What follows belongs to an exercise in optimizing a design on an open flow for small area and a short achievable clock period; a production flow would make more cautious choices. The RTL was checked by simulation tests, not by an equivalence proof against the original design. Power figures rest on the tool's default switching activity, not on a simulated workload.

==> flow/design.v <==
module relu_pool2x2 #(
    parameter int DATA_W = 32,
    parameter int MAX_W  = 64,
    parameter int CNT_W  = 10
) (
    input  logic              clk,
    input  logic              rst,
    input  logic              clear,
    input  logic [CNT_W-1:0]  map_w,
    input  logic [CNT_W-1:0]  map_h,
    input  logic              conv_ack,
    input  logic [DATA_W-1:0] conv_r,
    input  logic [DATA_W-1:0] conv_g,
    input  logic [DATA_W-1:0] conv_b,
    output logic [DATA_W-1:0] pool_out,
    output logic              pool_valid,
    output logic              frame_done,
    output logic              cfg_err
);
    localparam int VW = DATA_W - 1;    
    logic [4:0]    wcfg;       
    logic [8:0]    hcfg;       
    logic          w2;         
    logic [4:0]    sec;        
    logic [4:0]    cpair;      
    logic          codd;       
    logic [8:0]    rpair;      
    logic          rodd;       
    logic          gh;         
    logic          gt_tail;    
    logic          take;
    logic          cpair_last;
    logic          rpair_last;
    logic          shift;
    logic          cfg_bad;
    assign take       = conv_ack & ~clear & ~cfg_err;
    assign cpair_last = (cpair == wcfg);
    assign rpair_last = (rpair == hcfg);
    assign shift      = take & ~codd;
    assign cfg_bad  = map_w[0] | map_h[0]
                    | (map_w < CNT_W'(2)) | (map_h < CNT_W'(2))
                    | (map_w > CNT_W'(MAX_W));
    logic [VW-1:0] head;       
    logic          gq;         
    logic          sq;         
    logic [VW-1:0] uq;         
    logic [VW-1:0] xq;         
    logic [VW-1:0] tail;
    logic [VW-1:0] q1  [1];
    logic [VW-1:0] q2  [2];
    logic [VW-1:0] q4  [4];
    logic [VW-1:0] q8  [8];
    logic [VW-1:0] q15 [15];
    logic [VW-1:0] m1, m2, m4, m8, m15;
    assign m1  = sec[0] ? q1[0]   : head;
    assign m2  = sec[1] ? q2[1]   : m1;
    assign m4  = sec[2] ? q4[3]   : m2;
    assign m8  = sec[3] ? q8[7]   : m4;
    assign m15 = sec[4] ? q15[14] : m8;
    always_ff @(posedge clk) begin
        if (take) begin
            gq <= gt;
            sq <= sat;
            uq <= u[VW-1:0];
            xq <= x;
        end
    end
    assign head = gq ? (uq | {VW{sq}}) : xq;
    always_ff @(posedge clk) begin
        if (shift) begin
            q1[0] <= head;
            q2[0] <= m1;
            q2[1] <= q2[0];
            q4[0] <= m2;
            for (int i = 1; i < 4; i++) q4[i] <= q4[i-1];
            q8[0] <= m4;
            for (int i = 1; i < 8; i++) q8[i] <= q8[i-1];
            q15[0] <= m8;
            for (int i = 1; i < 15; i++) q15[i] <= q15[i-1];
            tail <= m15;
        end
    end
    logic [VW-1:0] x;
    assign x = ({VW{gh}} & head) | ({VW{gt_tail}} & tail);
    logic [31:0] ru, gu, bu, k1, c1;
    logic [32:0] k2, c2, a1, b1, xn;
    logic [33:0] u, v;
    logic        gt;
    logic        sat;
    assign ru = {~conv_r[DATA_W-1], conv_r[DATA_W-2:0]};
    assign gu = {~conv_g[DATA_W-1], conv_g[DATA_W-2:0]};
    assign bu = {~conv_b[DATA_W-1], conv_b[DATA_W-2:0]};
    assign k1 = ru ^ gu ^ bu;
    assign c1 = (ru & gu) | (ru & bu) | (gu & bu);
    assign u  = {2'b00, k1} + {1'b0, c1, 1'b0};
    assign a1 = {1'b0, k1};
    assign b1 = {c1, 1'b0};
    assign xn = {2'b00, ~x};
    assign k2 = a1 ^ b1 ^ xn;
    assign c2 = (a1 & b1) | (a1 & xn) | (b1 & xn);
    assign v  = {1'b0, k2} + {c2, 1'b0};
    assign gt  = v[33];
    assign sat = u[33];
    assign pool_out = {1'b0, head};
    logic [4:0] wnew;
    logic [4:0] snew;
    assign wnew = map_w[5:1] - 5'd1;
    assign snew = (wnew - 5'd1 >= 5'd15) ? {1'b1, 4'(wnew - 5'd16)} : {1'b0, 4'(wnew - 5'd1)};
    always_ff @(posedge clk) begin
        if (clear) begin
            wcfg <= wnew;
            hcfg <= map_h[9:1] - 9'd1;
            w2   <= (wnew == 5'd0);
            sec  <= snew;
        end
    end
    always_ff @(posedge clk or posedge rst) begin
        if (rst) begin
            cfg_err <= 1'b1;
        end else if (clear) begin
            cfg_err <= cfg_bad;
        end
    end
    logic codd_n, rodd_n;
    always_comb begin
        codd_n = codd;
        rodd_n = rodd;
        if (clear) begin
            codd_n = 1'b0;
            rodd_n = 1'b0;
        end else if (take) begin
            codd_n = ~codd;
            if (codd && cpair_last) rodd_n = ~rodd;
        end
    end
    always_ff @(posedge clk or posedge rst) begin
        if (rst) begin
            codd    <= 1'b0;
            rodd    <= 1'b0;
            gh      <= 1'b0;
            gt_tail <= 1'b0;
        end else begin
            codd    <= codd_n;
            rodd    <= rodd_n;
            gh      <= codd_n | (rodd_n & w2);
            gt_tail <= ~codd_n & rodd_n & ~w2;
        end
    end
    always_ff @(posedge clk or posedge rst) begin
        if (rst) begin
            cpair <= '0;
            rpair <= '0;
        end else if (clear) begin
            cpair <= '0;
            rpair <= '0;
        end else if (take && codd) begin
            if (cpair_last) begin
                cpair <= '0;
                if (rodd) rpair <= rpair_last ? '0 : rpair + 9'd1;
            end else begin
                cpair <= cpair + 5'd1;
            end
        end
    end
    always_ff @(posedge clk or posedge rst) begin
        if (rst) begin
            pool_valid <= 1'b0;
            frame_done <= 1'b0;
        end else begin
            pool_valid <= take & codd & rodd;
            frame_done <= take & codd & rodd & cpair_last & rpair_last;
        end
    end
endmodule
Settings: LEC_CHECK=0, CAP_MARGIN=20, CORE_MARGIN=2, CORE_UTILIZATION=65, SLEW_MARGIN=20; clock period 11.0 ns.
standard.sh (not shown) runs the stock make flow with config.mk's settings and CLKGATE_MAP_FILE= SYNTH_SCRIPT=/design/flow/synth_recipe.tcl, a recipe that flattens the netlist after the stock synthesis.
==> flow/flow/run.sh <==
#!/bin/bash
# Own layout flow: the standard ORFS flow (standard.sh, unchanged synthesis) with
#  - port buffers of a plain buffer cell (buf_2) instead of the default delay-cell choice,
#  - clock tree synthesis without dummy loads,
#  - a tighter setup-repair target.
# Every tool's output goes to the ORFS logs under orfs/logs; make's own output to make.log.
set -euo pipefail
export BUFFER_PORTS_ARGS="-buffer_cell sky130_fd_sc_hd__buf_2"
export CTS_ARGS="-sink_clustering_enable -repair_clock_nets -buf_list sky130_fd_sc_hd__clkbuf_8 -dont_use_dummy_load"
bash standard.sh SETUP_SLACK_MARGIN=6 finish > make.log 2>&1
==> next run, changes <==
==> flow/run.sh (new file) <==
#!/bin/bash
# synth_recipe.tcl (not shown) runs the flow's synth.tcl, then flattens the netlist and writes it again
# the make line also repeats each setting of config.mk as NAME=value (left out here)
make -C /OpenROAD-flow-scripts/flow DESIGN_CONFIG=/design/flow/config.mk WORK_HOME=/design/flow/orfs CLKGATE_MAP_FILE= SYNTH_SCRIPT=/design/flow/synth_recipe.tcl finish
--- a/flow/config.mk
+++ b/flow/config.mk
@@ -10,2 +10,6 @@
 export CORE_UTILIZATION = 65
+export CTS_BUF_LIST = sky130_fd_sc_hd__clkbuf_16
+export CTS_CLUSTER_DIAMETER = 80
+export CTS_CLUSTER_SIZE = 30
+export SETUP_SLACK_MARGIN = 5
 export SLEW_MARGIN = 20
removed: flow/flow/run.sh
removed: flow/standard.sh
=>
- global-route usage decreases by 0.76 points
- final cell count decreases by a few percent
- hold slack is better by 0.047 ns
- die area is unchanged
- count of clock-buffer cells in the layout decreases by 118
- power decreases by a little under a tenth
- synthesized cell count stays the same
- routed wire length decreases by a few percent
- maximum frequency decreases by roughly a tenth
- register-to-register slack is worse by 0.19 ns
- critical path depth decreases by 2
==> next run, changes <==
==> flow/flow/run.sh (new file) <==
#!/bin/bash
# Own layout flow: the standard ORFS flow (standard.sh, unchanged synthesis) with
#  - port buffers of a plain buffer cell (buf_2) instead of the default delay-cell choice,
#  - clock tree synthesis with clkbuf_8 clusters of up to 20 sinks and no dummy loads,
#  - a tighter setup-repair target (SETUP_SLACK_MARGIN=7 at the design's 11 ns clock).
# Every tool's output goes to the ORFS logs under orfs/logs; make's own output to make.log.
set -euo pipefail
export BUFFER_PORTS_ARGS="-buffer_cell sky130_fd_sc_hd__buf_2"
export CTS_ARGS="-sink_clustering_enable -repair_clock_nets -buf_list sky130_fd_sc_hd__clkbuf_8 -sink_clustering_size 20 -sink_clustering_max_diameter 60 -dont_use_dummy_load"
bash standard.sh SETUP_SLACK_MARGIN=7 finish > make.log 2>&1
==> flow/standard.sh (new file) <==
#!/bin/bash
# synth_recipe.tcl (not shown) runs the flow's synth.tcl, then flattens the netlist and writes it again
# the make line also repeats each setting of config.mk as NAME=value (left out here)
make -C /OpenROAD-flow-scripts/flow DESIGN_CONFIG=/design/flow/config.mk WORK_HOME=/design/flow/orfs CLKGATE_MAP_FILE= SYNTH_SCRIPT=/design/flow/synth_recipe.tcl "${@:-finish}"
--- a/flow/config.mk
+++ b/flow/config.mk
@@ -10,6 +10,2 @@
 export CORE_UTILIZATION = 65
-export CTS_BUF_LIST = sky130_fd_sc_hd__clkbuf_16
-export CTS_CLUSTER_DIAMETER = 80
-export CTS_CLUSTER_SIZE = 30
-export SETUP_SLACK_MARGIN = 5
 export SLEW_MARGIN = 20
removed: flow/run.sh
After rerunning: Core utilization is higher by 1.7 points. Sequential cell count is unchanged. Sequential power is about the same. Register-to-register slack gets better by 0.14 ns. Area after synthesis stays the same. Count of clock-buffer cells in the layout climbs by 24. Maximum frequency increases by 21%. Critical path depth rose by 3. Global-route usage rises by 1.3 points. Sequential share of layout area fell by 1.7 points. Power went down by 1.2%.
==> next run, changes <==
==> flow/run.sh (new file) <==
#!/bin/bash
# synth_recipe.tcl (not shown) runs the flow's synth.tcl, then flattens the netlist and writes it again
# the make line also repeats each setting of config.mk as NAME=value (left out here)
make -C /OpenROAD-flow-scripts/flow DESIGN_CONFIG=/design/flow/config.mk WORK_HOME=/design/flow/orfs CLKGATE_MAP_FILE= SYNTH_SCRIPT=/design/flow/synth_recipe.tcl finish
--- a/flow/config.mk
+++ b/flow/config.mk
@@ -10,2 +10,6 @@
 export CORE_UTILIZATION = 65
+export CTS_BUF_LIST = sky130_fd_sc_hd__clkbuf_8
+export CTS_CLUSTER_DIAMETER = 60
+export CTS_CLUSTER_SIZE = 20
+export SETUP_SLACK_MARGIN = 5
 export SLEW_MARGIN = 20
removed: flow/flow/run.sh
removed: flow/standard.sh
Result: The changed run finished with timing, DRC and antenna clean. Die area is unchanged. Synthesized cell count stays the same. Routed wire length shrinks by 4.8%. Clock power climbs by about 9%.


== lane 1 ==
Another version of the RTL of relu_pool2x2 (not shown whole).
Size in the first run: about 2000 cells after synthesis, about 39000 um^2 of cells after synthesis.
Settings: LEC_CHECK=0, CAP_MARGIN=20, CORE_MARGIN=2, CORE_UTILIZATION=65, SLEW_MARGIN=20; clock period 11.0 ns.
==> flow/flow/run.sh <==
#!/bin/bash
# Own layout flow: the standard ORFS flow (standard.sh, unchanged synthesis) with
#  - port buffers of a plain buffer cell (buf_2) instead of the default delay-cell choice,
#  - clock tree synthesis without dummy loads (-buf_list sky130_fd_sc_hd__clkbuf_16 -sink_clustering_size 30 -sink_clustering_max_diameter 80),
#  - a tighter setup-repair target (SETUP_SLACK_MARGIN=7.5 at the design's 11 ns clock).
# Every tool's output goes to the ORFS logs under orfs/logs; make's own output to make.log.
set -euo pipefail
export BUFFER_PORTS_ARGS="-buffer_cell sky130_fd_sc_hd__buf_2"
export CTS_ARGS="-sink_clustering_enable -repair_clock_nets -buf_list sky130_fd_sc_hd__clkbuf_16 -sink_clustering_size 30 -sink_clustering_max_diameter 80 -dont_use_dummy_load"
bash standard.sh SETUP_SLACK_MARGIN=7.5 finish > make.log 2>&1
Lane 1 reached the end of the flow, and the finished layout is clean on the timing, DRC and antenna checks.
> inputs changed (lane 1 -> lane 2)
==> flow/flow/run.sh <==
#!/bin/bash
# Own layout flow: the standard ORFS flow (standard.sh, unchanged synthesis) with
#  - port buffers of a plain buffer cell (buf_2) instead of the default delay-cell choice,
#  - clock tree synthesis without dummy loads (-buf_list sky130_fd_sc_hd__clkbuf_8 -sink_clustering_size 16 -sink_clustering_max_diameter 50),
#  - a tighter setup-repair target (SETUP_SLACK_MARGIN=7 at the design's 11 ns clock).
# Every tool's output goes to the ORFS logs under orfs/logs; make's own output to make.log.
set -euo pipefail
export BUFFER_PORTS_ARGS="-buffer_cell sky130_fd_sc_hd__buf_2"
export CTS_ARGS="-sink_clustering_enable -repair_clock_nets -buf_list sky130_fd_sc_hd__clkbuf_8 -sink_clustering_size 16 -sink_clustering_max_diameter 50 -dont_use_dummy_load"
bash standard.sh SETUP_SLACK_MARGIN=7 finish > make.log 2>&1
Findings:
Lane 2 did not stop at any stage, and its layout met the timing, DRC and antenna checks.
Comparing lane 2 and lane 1, the lower utilization after layout is on lane 2.
Ratio of final minimum period to clock period essentially unchanged between lane 2 and lane 1.
Against lane 1, layout filler cell count in lane 2 rose by a few percent.
[inputs] lane 3 vs lane 2
==> flow/flow/run.sh <==
#!/bin/bash
# Own layout flow: the standard ORFS flow (standard.sh) with
#  - synthesis as standard.sh runs it, except that ABC maps the logic with a delay-driven
#    'map -D 1000' script without ABC's own upsizing (flow/abc_speed.script) in place of ORFS's abc_speed.script; the
#    registers are mapped before ABC runs, so they are the standard synthesis's,
#  - port buffers of a plain buffer cell (buf_2) instead of the default delay-cell choice,
#  - clock tree synthesis with clkbuf_8 clusters of up to 16 sinks within 50 um and no dummy loads,
#  - a tighter setup-repair target (SETUP_SLACK_MARGIN=7 at the design's 11 ns clock).
# Every tool's output goes to the ORFS logs under orfs/logs; make's own output to make.log.
set -euo pipefail
SD="$PWD/orfs_scripts"
rm -rf "$SD"
cp -r "$FLOW_HOME/scripts" "$SD"
cp flow/abc_speed.script "$SD/abc_speed.script"
export SCRIPTS_DIR="$SD"
export BUFFER_PORTS_ARGS="-buffer_cell sky130_fd_sc_hd__buf_2"
export CTS_ARGS="-sink_clustering_enable -repair_clock_nets -buf_list sky130_fd_sc_hd__clkbuf_8 -sink_clustering_size 16 -sink_clustering_max_diameter 50 -dont_use_dummy_load"
bash standard.sh SETUP_SLACK_MARGIN=7 finish > make.log 2>&1
==> flow/flow/abc_speed.script (new file) <==
strash
dch
map -D 1000
buffer -c
topo
dnsize -c
[summary]
Across lane 3 and lane 2, the outcome is the same: a clean finish for every run.
Relative to lane 2, net switching power figure has increased by 100 uW in lane 3.
Summary: cell area after layout, lane 3 worse than lane 2
When lane 3 is measured against lane 2, its shortest clock period the worst path allows after layout turns out 400 ps lower.
Number of cells on the critical path down 1 in lane 3 wrt lane 2
For the clock latency reported for the late side of the worst-skew pair, lane 3 came in 20 ps higher than lane 2 did.
The run showing the greater number of detailed-route iterations in the first pass is lane 3.


## willow
relu_pool2x2, a different RTL version from the one above (not shown whole).
Size in the first run: ~2600 cells after synthesis, about 1100 flip-flops, ~160 I/O pins, ~39000 um2 of cells after synthesis.
==> flow/design.v (excerpt) <==
module relu_pool2x2 #(
    parameter int DATA_W = 32,
    parameter int MAX_W  = 64,
    parameter int CNT_W  = 10
) (
    input  logic              clk,
    input  logic              rst,
    input  logic              clear,
    input  logic [CNT_W-1:0]  map_w,
    input  logic [CNT_W-1:0]  map_h,
    input  logic              conv_ack,
    input  logic [DATA_W-1:0] conv_r,
    input  logic [DATA_W-1:0] conv_g,
    input  logic [DATA_W-1:0] conv_b,
    output logic [DATA_W-1:0] pool_out,
    output logic              pool_valid,
    output logic              frame_done,
    output logic              cfg_err
);
clock: 11.0 ns
lec_check: 0
cap_margin: 20
core_margin: 2
core_utilization: 65
slew_margin: 20
==> flow/flow/run.sh <==
#!/bin/bash
# Own layout flow: the standard ORFS flow (standard.sh) with
#  - synthesis as standard.sh runs it, except that adders are not extracted into the
#    library's full/half-adder cells (ADDER_MAP_FILE empty) and ABC maps the logic with a
#    delay-driven 'map -D 2000' script (flow/abc_speed.script) in place of ORFS's
#    abc_speed.script; the registers are mapped before ABC runs, so they are the standard
#    synthesis's,
#  - port buffers of a plain buffer cell (buf_2) instead of the default delay-cell choice,
#  - clock tree synthesis with clkbuf_8 clusters of up to 16 sinks within 50 um and no
#    dummy loads,
#  - a tighter setup-repair target (SETUP_SLACK_MARGIN=7 at the design's 11 ns clock).
# Every tool's output goes to the ORFS logs under orfs/logs; make's own output to make.log.
set -euo pipefail
SD="$PWD/orfs_scripts"
rm -rf "$SD"
cp -r "$FLOW_HOME/scripts" "$SD"
cp flow/abc_speed.script "$SD/abc_speed.script"
export SCRIPTS_DIR="$SD"
export BUFFER_PORTS_ARGS="-buffer_cell sky130_fd_sc_hd__buf_2"
export CTS_ARGS="-sink_clustering_enable -repair_clock_nets -buf_list sky130_fd_sc_hd__clkbuf_8 -sink_clustering_size 16 -sink_clustering_max_diameter 50 -dont_use_dummy_load"
bash standard.sh ADDER_MAP_FILE= SETUP_SLACK_MARGIN=7 finish > make.log 2>&1
==> flow/flow/abc_speed.script <==
strash
dch
map -D 2000
buffer -c
topo
stime -c
upsize -c
dnsize -c
Edits applied to the flow inputs when going from willow to violet:
==> flow/flow/run.sh <==
#!/bin/bash
# Own layout flow: the standard ORFS flow (standard.sh) with
#  - synthesis as standard.sh runs it, except that adders are not extracted into the
#    library's full/half-adder cells (ADDER_MAP_FILE empty) and ABC maps the logic with a
#    delay-driven 'map -D 1000' script (flow/abc_speed.script) in place of ORFS's
#    abc_speed.script; the registers are mapped before ABC runs, so they are the standard
#    synthesis's,
#  - port buffers of a plain buffer cell (buf_2) instead of the default delay-cell choice,
#  - clock tree synthesis with clkbuf_8 clusters of up to 16 sinks within 50 um and no
#    dummy loads,
#  - a tighter setup-repair target (SETUP_SLACK_MARGIN=7.5 at the design's 11 ns clock).
# Every tool's output goes to the ORFS logs under orfs/logs; make's own output to make.log.
set -euo pipefail
SD="$PWD/orfs_scripts"
rm -rf "$SD"
cp -r "$FLOW_HOME/scripts" "$SD"
cp flow/abc_speed.script "$SD/abc_speed.script"
export SCRIPTS_DIR="$SD"
export BUFFER_PORTS_ARGS="-buffer_cell sky130_fd_sc_hd__buf_2"
export CTS_ARGS="-sink_clustering_enable -repair_clock_nets -buf_list sky130_fd_sc_hd__clkbuf_8 -sink_clustering_size 16 -sink_clustering_max_diameter 50 -dont_use_dummy_load"
bash standard.sh ADDER_MAP_FILE= SETUP_SLACK_MARGIN=7.5 finish > make.log 2>&1
==> flow/flow/abc_speed.script <==
strash
dch
map -D 1000
buffer -c
topo
stime -c
upsize -c
dnsize -c
==> comparison <==
- violet finished all stages; the layout is clean.
- Between violet and willow, routed wire length is lower for willow, violet comes in above that.
- willow ended up with compound AO/OA/AOI/OAI gates as its combinational family with the most area after synthesis; violet ended up with simple AND/OR/NAND/NOR gates.
- Utilization: violet > willow
- The final hold slack number comes out lower for willow vs violet.
- The lower met1 track demand over resource came out of willow.
Edits applied to the flow inputs when going from violet to amber:
==> flow/flow/run.sh <==
#!/bin/bash
# Own layout flow: the standard ORFS flow (standard.sh) with
#  - synthesis as standard.sh runs it, except that ABC maps the logic with a delay-driven
#    'map -D 1000' script without ABC's own upsizing (flow/abc_speed.script) in place of ORFS's abc_speed.script; the
#    registers are mapped before ABC runs, so they are the standard synthesis's,
#  - port buffers of a plain buffer cell (buf_2) instead of the default delay-cell choice,
#  - clock tree synthesis with clkbuf_8 clusters of up to 16 sinks within 50 um and no dummy loads,
#  - a tighter setup-repair target (SETUP_SLACK_MARGIN=7 at the design's 11 ns clock).
# Every tool's output goes to the ORFS logs under orfs/logs; make's own output to make.log.
set -euo pipefail
SD="$PWD/orfs_scripts"
rm -rf "$SD"
cp -r "$FLOW_HOME/scripts" "$SD"
cp flow/abc_speed.script "$SD/abc_speed.script"
export SCRIPTS_DIR="$SD"
export BUFFER_PORTS_ARGS="-buffer_cell sky130_fd_sc_hd__buf_2"
export CTS_ARGS="-sink_clustering_enable -repair_clock_nets -buf_list sky130_fd_sc_hd__clkbuf_8 -sink_clustering_size 16 -sink_clustering_max_diameter 50 -dont_use_dummy_load"
bash standard.sh SETUP_SLACK_MARGIN=7 finish > make.log 2>&1
==> flow/flow/abc_speed.script <==
strash
dch
map -D 1000
buffer -c
topo
dnsize -c
Results
All of violet and amber finish clean. The share of the clock period used by the worst path in amber sits 1.5 points above the value recorded for violet. Diff violet -> amber | via count | down by more than 10%. Number of distinct library cells after synthesis (amber vs. violet) decreases by more than a quarter.
Setup changes, amber to xenon
==> flow/flow/run.sh <==
#!/bin/bash
# Own layout flow: the standard ORFS flow (standard.sh, unchanged synthesis) with
#  - port buffers of a plain buffer cell (buf_2) instead of the default delay-cell choice,
#  - clock tree synthesis with clkbuf_8 clusters of up to 20 sinks and no dummy loads,
#  - a tighter setup-repair target (SETUP_SLACK_MARGIN=7 at the design's 11 ns clock).
# Every tool's output goes to the ORFS logs under orfs/logs; make's own output to make.log.
set -euo pipefail
export BUFFER_PORTS_ARGS="-buffer_cell sky130_fd_sc_hd__buf_2"
export CTS_ARGS="-sink_clustering_enable -repair_clock_nets -buf_list sky130_fd_sc_hd__clkbuf_8 -sink_clustering_size 20 -sink_clustering_max_diameter 60 -dont_use_dummy_load"
bash standard.sh SETUP_SLACK_MARGIN=7 finish > make.log 2>&1
removed: flow/flow/abc_speed.script
--- outcome ---
Of amber and xenon, the lower maximum number of pins on one net before global-route repair belongs to amber.
Compared with amber, die area in xenon decreased slightly.
conv_b[11] as the launching element of the worst setup path was reported by xenon, and conv_b[30] by amber.
On post-route total power: between amber and xenon, it ends up lower for xenon.
Critical path depth in cells, amber and xenon, lower one = amber.
Of amber and xenon, xenon shows the higher count of different cell masters after synthesis, with amber below it.
There was hardly any difference in post-synthesis share of cell area spent on full adders, half adders and majority gates between xenon and amber.
xenon vs amber — peak clock frequency supported by timing dropped by a little under 10%
xenon vs. amber: final instance area went down by 2.9%.
Clock sink count came out exactly the same in amber and xenon.
Re met1 layer usage reported by global route: xenon is 0.51 points up on amber.
#### Input delta (cedar over xenon)
==> flow/flow/run.sh <==
#!/bin/bash
# Own layout flow: the standard ORFS flow (standard.sh) with
#  - synthesis as standard.sh runs it, except that adders are not extracted into the
#    library's full/half-adder cells (ADDER_MAP_FILE empty) and ABC maps the logic with a
#    delay-driven 'map -D 1500' script (flow/abc_speed.script) in place of ORFS's
#    abc_speed.script; the registers are mapped before ABC runs, so they are the standard
#    synthesis's,
#  - port buffers of a plain buffer cell (buf_2) instead of the default delay-cell choice,
#  - clock tree synthesis with clkbuf_8 clusters of up to 16 sinks within 50 um and no
#    dummy loads,
#  - a tighter setup-repair target (SETUP_SLACK_MARGIN=6.5 at the design's 11 ns clock).
# Every tool's output goes to the ORFS logs under orfs/logs; make's own output to make.log.
set -euo pipefail
SD="$PWD/orfs_scripts"
rm -rf "$SD"
cp -r "$FLOW_HOME/scripts" "$SD"
cp flow/abc_speed.script "$SD/abc_speed.script"
export SCRIPTS_DIR="$SD"
export BUFFER_PORTS_ARGS="-buffer_cell sky130_fd_sc_hd__buf_2"
export CTS_ARGS="-sink_clustering_enable -repair_clock_nets -buf_list sky130_fd_sc_hd__clkbuf_8 -sink_clustering_size 16 -sink_clustering_max_diameter 50 -dont_use_dummy_load"
bash standard.sh ADDER_MAP_FILE= SETUP_SLACK_MARGIN=6.5 finish > make.log 2>&1
==> flow/flow/abc_speed.script (new file) <==
strash
dch
map -D 1500
buffer -c
topo
stime -c
upsize -c
dnsize -c
Notes after the runs:
- cedar ends up with lower worst voltage drop across the vdd grid than xenon does.
- Comparing xenon and cedar, final standard cell utilization of the core is lower on cedar.
- Cell count, cedar vs xenon: up by more than a quarter
- Internal power component delta for cedar relative to xenon: 1.4% lower
- cedar vs xenon, largest stage delay on the critical path went down by 0.26 ns.
- The number of buffers between clock root and the deepest sink of xenon and that of cedar are within noise of each other.
- Per the comparison of cedar with xenon, aggregate global-route resource usage now sits higher, count of cell instances traversed by the critical path now sits lower, post-CTS setup buffer count now sits lower, compound-gate portion of the synthesized area now sits higher.
- For the fraction of power consumed by combinational cells, cedar came in 3.8 points lower than xenon did.
The inputs of raven differ from those of cedar as listed below.
==> flow/flow/run.sh <==
#!/bin/bash
# Own layout flow: the standard ORFS flow (standard.sh) with
#  - synthesis as standard.sh runs it, except that adders are not extracted into the
#    library's full/half-adder cells (ADDER_MAP_FILE empty) and ABC maps the logic with a
#    delay-driven 'map -D 1000' script (flow/abc_speed.script) in place of ORFS's
#    abc_speed.script; the registers are mapped before ABC runs, so they are the standard
#    synthesis's,
#  - port buffers of a plain buffer cell (buf_2) instead of the default delay-cell choice,
#  - clock tree synthesis with clkbuf_8 clusters of up to 16 sinks within 50 um and no
#    dummy loads,
#  - a tighter setup-repair target (SETUP_SLACK_MARGIN=7 at the design's 11 ns clock).
# Every tool's output goes to the ORFS logs under orfs/logs; make's own output to make.log.
set -euo pipefail
SD="$PWD/orfs_scripts"
rm -rf "$SD"
cp -r "$FLOW_HOME/scripts" "$SD"
cp flow/abc_speed.script "$SD/abc_speed.script"
export SCRIPTS_DIR="$SD"
export BUFFER_PORTS_ARGS="-buffer_cell sky130_fd_sc_hd__buf_2"
export CTS_ARGS="-sink_clustering_enable -repair_clock_nets -buf_list sky130_fd_sc_hd__clkbuf_8 -sink_clustering_size 16 -sink_clustering_max_diameter 50 -dont_use_dummy_load"
bash standard.sh ADDER_MAP_FILE= SETUP_SLACK_MARGIN=7 finish > make.log 2>&1
==> flow/flow/abc_speed.script <==
strash
dch
map -D 1000
buffer -c
topo
stime -c
upsize -c
dnsize -c
==> notes.md <==
In the reports for raven and cedar, the smaller overall track demand over capacity in global routing belongs to cedar.
Against cedar, raven comes in 5.1 points lower on share of cell area taken by flip-flops and latches.
Lower average footprint of a synthesized cell was reported by raven, not cedar.
Compared with cedar, raven shows transition at the pin with the smallest max-transition slack lower by 0.21 ns.
Cmp raven vs cedar: clock group share of total power lower in raven
Against cedar, raven comes in 4.1% higher on die area.
The total wire length after detailed routing in raven sits 12000 um above the value recorded for cedar.
Going from cedar to raven, the met1 track demand over resource was found to have gone up by 3.4 points.

-- what the ideal ports hide --
In the flow no input, the clock included, has a driving cell. The finished layouts below were timed again as built, in two steps. Step 1 (the two cells are an assumption about what drives the block):
set clk [get_ports {clk}]
set_driving_cell -lib_cell sky130_fd_sc_hd__clkbuf_16 $clk
set_driving_cell -lib_cell sky130_fd_sc_hd__buf_2 [delete_from_list [all_inputs] $clk]
Step 2 moves the port delays by t, midway between the first and last clock arrival at a register: inputs arrive t later, outputs are due t later. That takes back most of the time a late clock gives input paths. Three values: ideal, step 1, step 2; two values: the first two.
run	t, ns	slack for setup (ns)	worst register clock-pin slew, ns	worst data-port slew with drivers (ns)	pins driven straight from the clock port
the first run of note 1	0.818	6.145 / 6.174 / 5.357	0.07 / 0.07	0.07	1
the second run of note 1	0.668	5.404 / 5.437 / 4.769	0.11 / 0.11	0.06	1
the third run of note 1	0.708	6.379 / 6.379 / 5.671	0.12 / 0.12	0.06	1
the fourth run of note 1	0.726	5.425 / 5.456 / 4.730	0.12 / 0.12	0.06	1
lane 1	0.666	6.479 / 6.511 / 5.845	0.12 / 0.12	0.08	1
lane 2	0.721	6.479 / 6.506 / 5.785	0.10 / 0.10	0.06	1
lane 3	0.740	6.882 / 6.908 / 6.169	0.10 / 0.10	0.04	1
willow	0.721	6.951 / 6.945 / 6.269	0.10 / 0.10	0.07	1
violet	0.732	6.920 / 6.855 / 6.688	0.10 / 0.10	0.09	1
amber	0.724	6.752 / 6.780 / 6.056	0.10 / 0.10	0.05	1
xenon	0.719	6.389 / 6.423 / 5.704	0.12 / 0.12	0.04	1
cedar	0.712	6.650 / 6.590 / 6.033	0.10 / 0.10	0.11	1
raven	0.721	6.951 / 6.890 / 6.348	0.10 / 0.10	0.09	1
After both steps setup and hold are still met in every run listed. The setup slack of the first run of note 1, which loses most, moves by +0.029 ns with the drivers and by -0.788 ns with both steps.
